Context: an optimization exercise on an open-source flow, tuned for small area, a short achievable clock period and few clock cycles per item. The choices shown serve that exercise and are no tape-out recipe.
Function not checked in this run: the RTL went through the layout flow alone.
No activity file was given, so power comes from the tool's default toggle rates.

$ cat flow/design.v
`timescale 1ns/1ns
package fetch_pkg;
    parameter int XLEN = 32;
    typedef logic [XLEN-1:0] addr_t;
    typedef union packed {
        logic [3:0][7:0] bytes;
        logic [XLEN-1:0] word;
    } insn_word_u;
    typedef struct packed {
        logic  valid;
        addr_t pc;
    } lookup_t;
    typedef struct packed {
        logic       valid;
        addr_t      pc;
        insn_word_u insn;
    } fetch_t;
    typedef struct packed {
        logic  valid;
        addr_t pc;
    } redirect_t;
    typedef struct packed {
        logic       valid;
        addr_t      pc;
        insn_word_u data;
    } fill_t;
endpackage
`timescale 1ns/1ns
module fetch_pc #(
    parameter int CREDITS = 2
) (
    input  logic      clk,
    input  logic      rst_n_i,
    input  fetch_pkg::redirect_t redirect_i,
    input  fetch_pkg::redirect_t resume_i,
    input  logic [1:0] drop_cnt_i,
    input  logic      credit_return_i,
    input  logic      fill_busy_i,
    output fetch_pkg::lookup_t   lookup_o
);
    localparam int CNT_W = $clog2(CREDITS + 1);
    fetch_pkg::addr_t            pc_q;
    logic [CNT_W-1:0] credits_q;
    logic [CNT_W+1:0] credits_sum;
    fetch_pkg::lookup_t          lookup_q;
    logic             launch;
    assign launch = (credits_q != '0) && !fill_busy_i
                    && !redirect_i.valid && !resume_i.valid;
    assign credits_sum = {2'b00, credits_q}
                         + (CNT_W + 2)'(credit_return_i)
                         + (CNT_W + 2)'(drop_cnt_i)
                         - (CNT_W + 2)'(launch);
    always_ff @(posedge clk) begin
        if (!rst_n_i) begin
            pc_q           <= '0;
            credits_q      <= CNT_W'(CREDITS);
            lookup_q.valid <= 1'b0;
        end else begin
            credits_q      <= credits_sum[CNT_W-1:0];
            lookup_q.valid <= launch;
            if (redirect_i.valid) begin
                pc_q <= redirect_i.pc;
            end else if (resume_i.valid) begin
                pc_q <= resume_i.pc;
            end else if (launch) begin
                pc_q <= pc_q + fetch_pkg::XLEN'(4);
            end
        end
    end
    always_ff @(posedge clk) begin
        if (launch) begin
            lookup_q.pc <= pc_q;
        end
    end
    assign lookup_o = lookup_q;
endmodule
`timescale 1ns/1ns
module icache #(
    parameter int INDEX_W = 4
) (
    input  logic       clk,
    input  logic       rst_n_i,
    input  fetch_pkg::lookup_t    lookup_i,
    input  fetch_pkg::fill_t      fill_i,
    output fetch_pkg::lookup_t    lookup_o,
    output logic       hit_o,
    output fetch_pkg::insn_word_u data_o
);
    localparam int LINES = 1 << INDEX_W;
    localparam int TAG_W = fetch_pkg::XLEN - INDEX_W - 2;
    logic [LINES-1:0] valid_q;
    logic [TAG_W-1:0] tag_q [LINES];
    logic [fetch_pkg::XLEN-1:0] data_q [LINES];
    logic [INDEX_W-1:0] rd_idx;
    logic [INDEX_W-1:0] wr_idx;
    logic [TAG_W-1:0]   rd_tag;
    fetch_pkg::lookup_t    item_q;
    logic       hit_q;
    logic [fetch_pkg::XLEN-1:0] word_q;
    assign rd_idx = lookup_i.pc[INDEX_W+1:2];
    assign rd_tag = lookup_i.pc[fetch_pkg::XLEN-1:INDEX_W+2];
    assign wr_idx = fill_i.pc[INDEX_W+1:2];
    always_ff @(posedge clk) begin
        if (!rst_n_i) begin
            valid_q      <= '0;
            item_q.valid <= 1'b0;
            hit_q        <= 1'b0;
        end else begin
            item_q.valid <= lookup_i.valid;
            hit_q        <= lookup_i.valid && valid_q[rd_idx]
                            && (tag_q[rd_idx] == rd_tag);
            if (fill_i.valid) begin
                valid_q[wr_idx] <= 1'b1;
            end
        end
    end
    always_ff @(posedge clk) begin
        if (fill_i.valid) begin
            tag_q[wr_idx]  <= fill_i.pc[fetch_pkg::XLEN-1:INDEX_W+2];
            data_q[wr_idx] <= fill_i.data.word;
        end
    end
    always_ff @(posedge clk) begin
        item_q.pc <= lookup_i.pc;
        word_q    <= data_q[rd_idx];
    end
    assign lookup_o = item_q;
    assign hit_o    = hit_q;
    assign data_o.word = word_q;
endmodule
`timescale 1ns/1ns
module miss_fill (
    input  logic       clk,
    input  logic       rst_n_i,
    input  fetch_pkg::lookup_t    miss_i,
    input  logic [7:0] mem_data_i,
    output logic       mem_rd_o,
    output fetch_pkg::addr_t      mem_addr_o,
    output fetch_pkg::fill_t      fill_o,
    output logic       busy_o
);
    fetch_pkg::addr_t      base_q;
    logic       rd_active_q;
    logic [1:0] rd_off_q;
    logic [1:0] cur_off;
    logic       cap_valid_q;
    logic [1:0] cap_idx_q;
    fetch_pkg::insn_word_u word_q;
    logic       fill_valid_q;
    assign cur_off    = miss_i.valid ? 2'd0 : rd_off_q;
    assign mem_rd_o   = miss_i.valid || rd_active_q;
    assign mem_addr_o = miss_i.valid ? miss_i.pc : {base_q[fetch_pkg::XLEN-1:2], rd_off_q};
    assign busy_o = miss_i.valid || rd_active_q || cap_valid_q;
    always_ff @(posedge clk) begin
        if (!rst_n_i) begin
            rd_active_q  <= 1'b0;
            rd_off_q     <= 2'd0;
            cap_valid_q  <= 1'b0;
            fill_valid_q <= 1'b0;
        end else begin
            if (miss_i.valid) begin
                rd_active_q <= 1'b1;
                rd_off_q    <= 2'd1;
            end else if (rd_active_q) begin
                rd_off_q <= rd_off_q + 2'd1;
                if (rd_off_q == 2'd3) begin
                    rd_active_q <= 1'b0;
                end
            end
            cap_valid_q  <= mem_rd_o;
            fill_valid_q <= cap_valid_q && (cap_idx_q == 2'd3);
        end
    end
    always_ff @(posedge clk) begin
        if (miss_i.valid) begin
            base_q <= miss_i.pc;
        end
        cap_idx_q <= cur_off;
        if (cap_valid_q) begin
            word_q.bytes[cap_idx_q] <= mem_data_i;
        end
    end
    assign fill_o.valid     = fill_valid_q;
    assign fill_o.pc        = base_q;
    assign fill_o.data.word = word_q.word;
endmodule
`timescale 1ns/1ns
module fetch_resolve (
    input  logic       clk,
    input  logic       rst_n_i,
    input  fetch_pkg::lookup_t    item_i,
    input  logic       hit_i,
    input  fetch_pkg::insn_word_u data_i,
    input  fetch_pkg::redirect_t  redirect_i,
    input  fetch_pkg::fill_t      fill_word_i,
    output fetch_pkg::fetch_t     fetch_o,
    output fetch_pkg::lookup_t    miss_o,
    output fetch_pkg::redirect_t  resume_o,
    output logic [1:0] drop_cnt_o
);
    logic   pending_q;
    logic   killed_q;
    logic   flush_q;
    fetch_pkg::fetch_t fetch_q;
    logic item_kill;
    logic hit_ok;
    logic miss_req;
    logic item_drop;
    logic fill_ok;
    logic fill_drop;
    assign item_kill = redirect_i.valid || flush_q || pending_q;
    assign hit_ok    = item_i.valid && hit_i && !item_kill;
    assign miss_req  = item_i.valid && !hit_i && !item_kill;
    assign item_drop = item_i.valid && item_kill;
    assign fill_ok   = fill_word_i.valid && !killed_q && !redirect_i.valid;
    assign fill_drop = fill_word_i.valid && !fill_ok;
    assign drop_cnt_o = {1'b0, item_drop} + {1'b0, fill_drop};
    assign miss_o.valid = miss_req;
    assign miss_o.pc    = item_i.pc;
    assign resume_o.valid = fill_ok;
    assign resume_o.pc    = fill_word_i.pc + fetch_pkg::XLEN'(4);
    always_ff @(posedge clk) begin
        if (!rst_n_i) begin
            pending_q     <= 1'b0;
            killed_q      <= 1'b0;
            flush_q       <= 1'b0;
            fetch_q.valid <= 1'b0;
        end else begin
            flush_q       <= redirect_i.valid;
            fetch_q.valid <= hit_ok || fill_ok;
            if (fill_word_i.valid) begin
                pending_q <= 1'b0;
                killed_q  <= 1'b0;
            end else if (miss_req) begin
                pending_q <= 1'b1;
            end else if (pending_q && redirect_i.valid) begin
                killed_q <= 1'b1;
            end
        end
    end
    always_ff @(posedge clk) begin
        if (fill_ok) begin
            fetch_q.pc   <= fill_word_i.pc;
            fetch_q.insn <= fill_word_i.data;
        end else if (hit_ok) begin
            fetch_q.pc   <= item_i.pc;
            fetch_q.insn <= data_i;
        end
    end
    assign fetch_o = fetch_q;
endmodule
`timescale 1ns/1ns
module fetch_top #(
    parameter int INDEX_W = 4,
    parameter int CREDITS = 2
) (
    input  logic        clk,
    input  logic        rst_n_i,
    input  logic        redirect_valid_i,
    input  logic [31:0] redirect_pc_i,
    input  logic        credit_return_i,
    input  logic [7:0]  mem_data_i,
    output logic        fetch_valid_o,
    output logic [31:0] fetch_pc_o,
    output logic [31:0] fetch_insn_o,
    output logic        mem_rd_o,
    output logic [31:0] mem_addr_o
);
    fetch_pkg::lookup_t    launch_item;
    fetch_pkg::lookup_t    read_item;
    logic       read_hit;
    fetch_pkg::insn_word_u read_word;
    fetch_pkg::lookup_t    miss_req;
    fetch_pkg::redirect_t  resume;
    logic [1:0] drop_cnt;
    fetch_pkg::fill_t      fill;
    logic       fill_busy;
    fetch_pkg::redirect_t  redirect_i;
    fetch_pkg::fetch_t     fetch_o;
    assign redirect_i.valid = redirect_valid_i;
    assign redirect_i.pc    = redirect_pc_i;
    assign fetch_valid_o    = fetch_o.valid;
    assign fetch_pc_o       = fetch_o.pc;
    assign fetch_insn_o     = fetch_o.insn.word;
    fetch_pc #(.CREDITS(CREDITS)) fetch_pc_inst (
        .clk(clk), .rst_n_i(rst_n_i), .redirect_i(redirect_i), .resume_i(resume),
        .drop_cnt_i(drop_cnt), .credit_return_i(credit_return_i),
        .fill_busy_i(fill_busy), .lookup_o(launch_item)
    );
    icache #(.INDEX_W(INDEX_W)) icache_inst (
        .clk(clk), .rst_n_i(rst_n_i), .lookup_i(launch_item), .fill_i(fill),
        .lookup_o(read_item), .hit_o(read_hit), .data_o(read_word)
    );
    fetch_resolve fetch_resolve_inst (
        .clk(clk), .rst_n_i(rst_n_i), .item_i(read_item), .hit_i(read_hit),
        .data_i(read_word), .redirect_i(redirect_i), .fill_word_i(fill),
        .fetch_o(fetch_o), .miss_o(miss_req), .resume_o(resume), .drop_cnt_o(drop_cnt)
    );
    miss_fill miss_fill_inst (
        .clk(clk), .rst_n_i(rst_n_i), .miss_i(miss_req), .mem_data_i(mem_data_i),
        .mem_rd_o(mem_rd_o), .mem_addr_o(mem_addr_o), .fill_o(fill), .busy_o(fill_busy)
    );
endmodule
$ cat flow/run.sh
#!/bin/bash
# synth_recipe.tcl (not shown) runs the flow's synth.tcl, then flattens the netlist and writes it again
# the make line also repeats each setting of config.mk as NAME=value (left out here)
make -C /OpenROAD-flow-scripts/flow DESIGN_CONFIG=/design/flow/config.mk WORK_HOME=/design/flow/orfs CLKGATE_MAP_FILE= SYNTH_SCRIPT=/design/flow/synth_recipe.tcl finish
$ cat flow/config.mk
export PLATFORM = sky130hd
export DESIGN_NAME = fetch_top
export DESIGN_NICKNAME = fetch_top
export VERILOG_FILES = /design/flow/design.v
export SDC_FILE = /design/flow/constraint.sdc
export NUM_CORES = 4
export LEC_CHECK = 0
export CAP_MARGIN = 20
export CORE_MARGIN = 2
export CORE_UTILIZATION = 40
export SLEW_MARGIN = 20
$ cat flow/constraint.sdc
create_clock -name core_clock -period 7.0 [get_ports {clk}]
set_input_delay 1.4000 -clock core_clock [delete_from_list [all_inputs] [get_ports {clk}]]
set_output_delay 1.4000 -clock core_clock [all_outputs]
set_load 0.01 [all_outputs]
==> results.txt <==
[critical path, cell delays in order]
cell	delay [ns]
clkdlybuf4s50_1	0.49
nor3_1	0.08
nand2_1	0.06
buf_4	0.34
clkinv_2	0.81
o21ai_0	0.46
clkdlybuf4s50_1	0.60
[final cells by class]
cell class | count | share of cell area
sequential | 1220 | 0.644
clock buffer | 166 | 0.0610
inverter | 60 | 0.00413
multi-input combinational | 1176 | 0.211
clock inverter | 57 | 0.0124
tap | 1536 | 0.0350
timing repair buffer | 190 | 0.0331
[how the worst max path moves through the flow]
stage,startpoint,end,slack (ns),cells past startpoint
after detailed placement,redirect_valid_i,mem_addr_o[5],1.42,8
final,redirect_valid_i,mem_addr_o[5],1.33,7
after global routing,redirect_valid_i,mem_addr_o[5],1.07,7
after CTS,redirect_valid_i,mem_addr_o[5],1.43,8
after global placement,redirect_valid_i,mem_addr_o[5],1.51,8
after floorplan,miss_fill_inst.base_q[3],icache_inst.data_q[1][0],1.59,4
[registers in the layout, indices dropped and copies added (netlist names), 32 cells and up, named ones only]
signal                      cells
miss_fill_inst.base_q          32
fetch_pc_inst.lookup_q         33
icache_inst.word_q             32
fetch_resolve_inst.fetch_q     65
miss_fill_inst.word_q          32
fetch_pc_inst.pc_q             32
icache_inst.item_q             33
icache_inst.tag_q             416
icache_inst.data_q            512
[cell usage after synthesis (24+ instances only)]
master	number
xor2_1	24
clkbuf_1	76
mux2i_1	80
a21oi_1	32
edfxtp_1	1088
xnor2_1	31
o21ai_0	93
nand2_1	288
dfxtp_1	132
nand3_1	42
mux4_2	267
nor2_1	81
inv_1	57
[where the power goes]
group          internal, mW  switching (mW)  total [mW]
logic                 0.934           0.959        1.89
clock network          3.81            2.71        6.52
registers              8.10           0.303        8.40
[kinds of logic (layout without fill, tap and decap cells)]
group	count (synthesis)	after routing	share of synthesized area
AOI/OAI and AO/OA	229	229	0.0309
xor gates and xnor gates	55	55	0.0101
adders and majority gates	15	15	0.00411
buffers and inverters	189	473	0.0166
DFF	1220	1220	0.743
muxes	364	364	0.147
and+or+nand+nor	513	513	0.0480
[routing by layer]
| metal | vias to the layer above | GRT usage |
|---|---|---|
| li1 | 10610 | - |
| met1 | 13159 | 0.268 |
| met2 | 972 | 0.332 |
| met3 | 212 | 0.0279 |
| met4 | 2 | 0.0611 |
| met5 | - | 0 |
[stage by stage]
stage | total power, mW | instances | setup slack (ns) | hold WS, ns | util
after floorplan | 9.84 | 2585 | 1.59 | 0.323 | -
after global placement | 10.4 | 4182 | 1.51 | 0.329 | 0.431
after detailed placement | 10.5 | 4182 | 1.42 | 0.341 | 0.431
after CTS | 17.0 | 4405 | 1.43 | 0.355 | 0.465
after global routing | 17.4 | 4405 | 1.07 | 0.355 | 0.465
final | 16.8 | 4405 | 1.33 | 0.350 | 0.465
==> impl_metrics.csv <==
group,metric,value,unit
drt,top_layer,"met5",
drt,met1_length,49500,µm
sta,relSlewSlack,0.237,
floorplanning,core,118000,µm²
logic_synthesis,ys_seq_area_frac,0.743,
global_route,grt_max_degree,89,
critical_path,worstPathMaxFanout,58,
sta,worst_clock_skew,0.0317,ns
sta,setup_viol_count_final,0,
logic_synthesis,synth_warnings,4,
clock_tree,clk_pin_slew,0.06,ns
floorplanning,initial_core_util,0.403,
logic_synthesis,synth-seq-cells,1220,
drt,vias,24955,
logic_synthesis,syn_nets,2644,
clock_tree,numClockSinks,1220,
critical_path,r2r_slack,2.89,ns
sta,max_freq,176,MHz
critical_path,critPathKind,"in2out",
drt,routed_via_density,5.67,
clock_tree,cts_buffers,117,
drt,wl_per_cell,27.4,µm
clock_tree,cts_max_level,3,
drt,dr.first_iter.drc_count,2823,
global_route,grt_pass1_vias,25373,
place,routabilityCongestion,0.878,
clock_tree,cts_setup_buffers,0,
drt,antenna_left,0,
logic_synthesis,synth_cell_types,74,
logic_synthesis,ys.flop_type,"edfxtp_1",
clock_tree,cts_resized,0,
final_layout,multi_input_area,11600,µm²
outcome,status,"complete, no violations",
clock_tree,insertion_delay,0.70,ns
drt,met2WireLength,60600,µm
final_layout,finalNetCount,2824,
critical_path,required,5.60,ns
critical_path,worst_setup_path_end_kind,"output port",
job,drv_cap,0,
logic_synthesis,post_synth_inst_count,2585,
min_path,min_to,"icache_inst.item_q[0]",
final_layout,final_cell_mix,"edfxtp_1, nand2_1, mux4_2",
critical_path,r2r_cells,13,
sta,finalCriticalPeriod,5.67,ns
final_layout,antenna-diode-count,0,
final_layout,area_delta_synth_final,15.5,%
sta,hold_viol_final,0,
min_path,holdPathStages,0,
critical_path,reg2reg_to,"fetch_pc_inst.credits_q[1]",
floorplanning,fp-row-count,126,
drt,wl,121000,µm
min_path,hold_class,"reg2reg",
drt,wl_met3,7150,µm
floorplanning,dieHeight,349,µm
critical_path,start_kind,"input port",
clock_tree,ctsRootBufferMaster,"clkbuf_16",
final_layout,final_common_cell,"edfxtp_1",
place,place.detailed.hpwl,68600,µm
drt,drc,0,
place,postPlaceCellArea,50900,µm²
floorplanning,die_area,122000,µm²
global_route,track_usage,0.198,
final_layout,final_area,54900,µm²
clock_tree,cts_hold_buffers,0,
sta,period_share,0.810,
final_layout,drive_above_1_share,0.188,
clock_tree,cts.path.max_buffers,3,
final_layout,fillers,9857,
global_route,grt-ovfl-total,0,
logic_synthesis,synth.area.top_cells,"edfxtp_1, mux4_2, dfxtp_1",
global_route,grt_pass1_wl,175000,µm
logic_synthesis,ys_async_sr_fraction,0,
logic_synthesis,syn_area,47500,µm²
drt,first_pass_iters,5,
pwr,leakage,17.8,nW
pwr,ir_drop,0.241,mV
clock_tree,cts_tree,"yes",
floorplanning,die_w,349,µm
sta,tightestPinTransition,1.12,ns
floorplanning,io_pins,142,
sta,drv_slew,0,
sta,rsz0062_at_grt,"false",
logic_synthesis,synth.avg_cell_area,18.4,µm²
logic_synthesis,synth_edf_count,1088,
logic_synthesis,synth_top_area_frac,0.687,
logic_synthesis,synth.largest_area_cell,"edfxtp_1",
sta,tns,0,ns
critical_path,r2r-start,"miss_fill_inst.cap_valid_q",
final_layout,regArea,35300,µm²
pwr,p_per_area,306,nW/µm²
place,numPortBuffers,141,
global_route,antenna_found_initial,1,
critical_path,crit_arrival,4.27,ns
min_path,worstHoldStart,"fetch_pc_inst.lookup_q[0]",

==> afterwards: timing with drivers on the ports <==
Ports are ideal in the flow. The routed layout listed here was re-timed in OpenROAD.
Step 1 sets driving cells, clkbuf_16 on the clock port and buf_2 on the other inputs (assumed; they add their load-dependent delay and slew).
Step 2 times the ports against the registers' clock, not the clock port: input delays grow and output delays shrink by t, the midpoint of the rising clock arrivals with the driver on.
Slacks: ideal / step 1 / step 2; pairs: ideal / step 1.
t, ns: 0.755
setup slack, ns: 1.333 / 1.305 / 1.305
hold slack, ns: 0.350 / 0.350 / 0.350
worst setup path at the end: input to output
worst register clock-pin slew, ns: 0.07 / 0.07
After both steps setup and hold are still met in this run. The setup slack of this run moves by -0.028 ns with the drivers and by -0.028 ns with both steps.
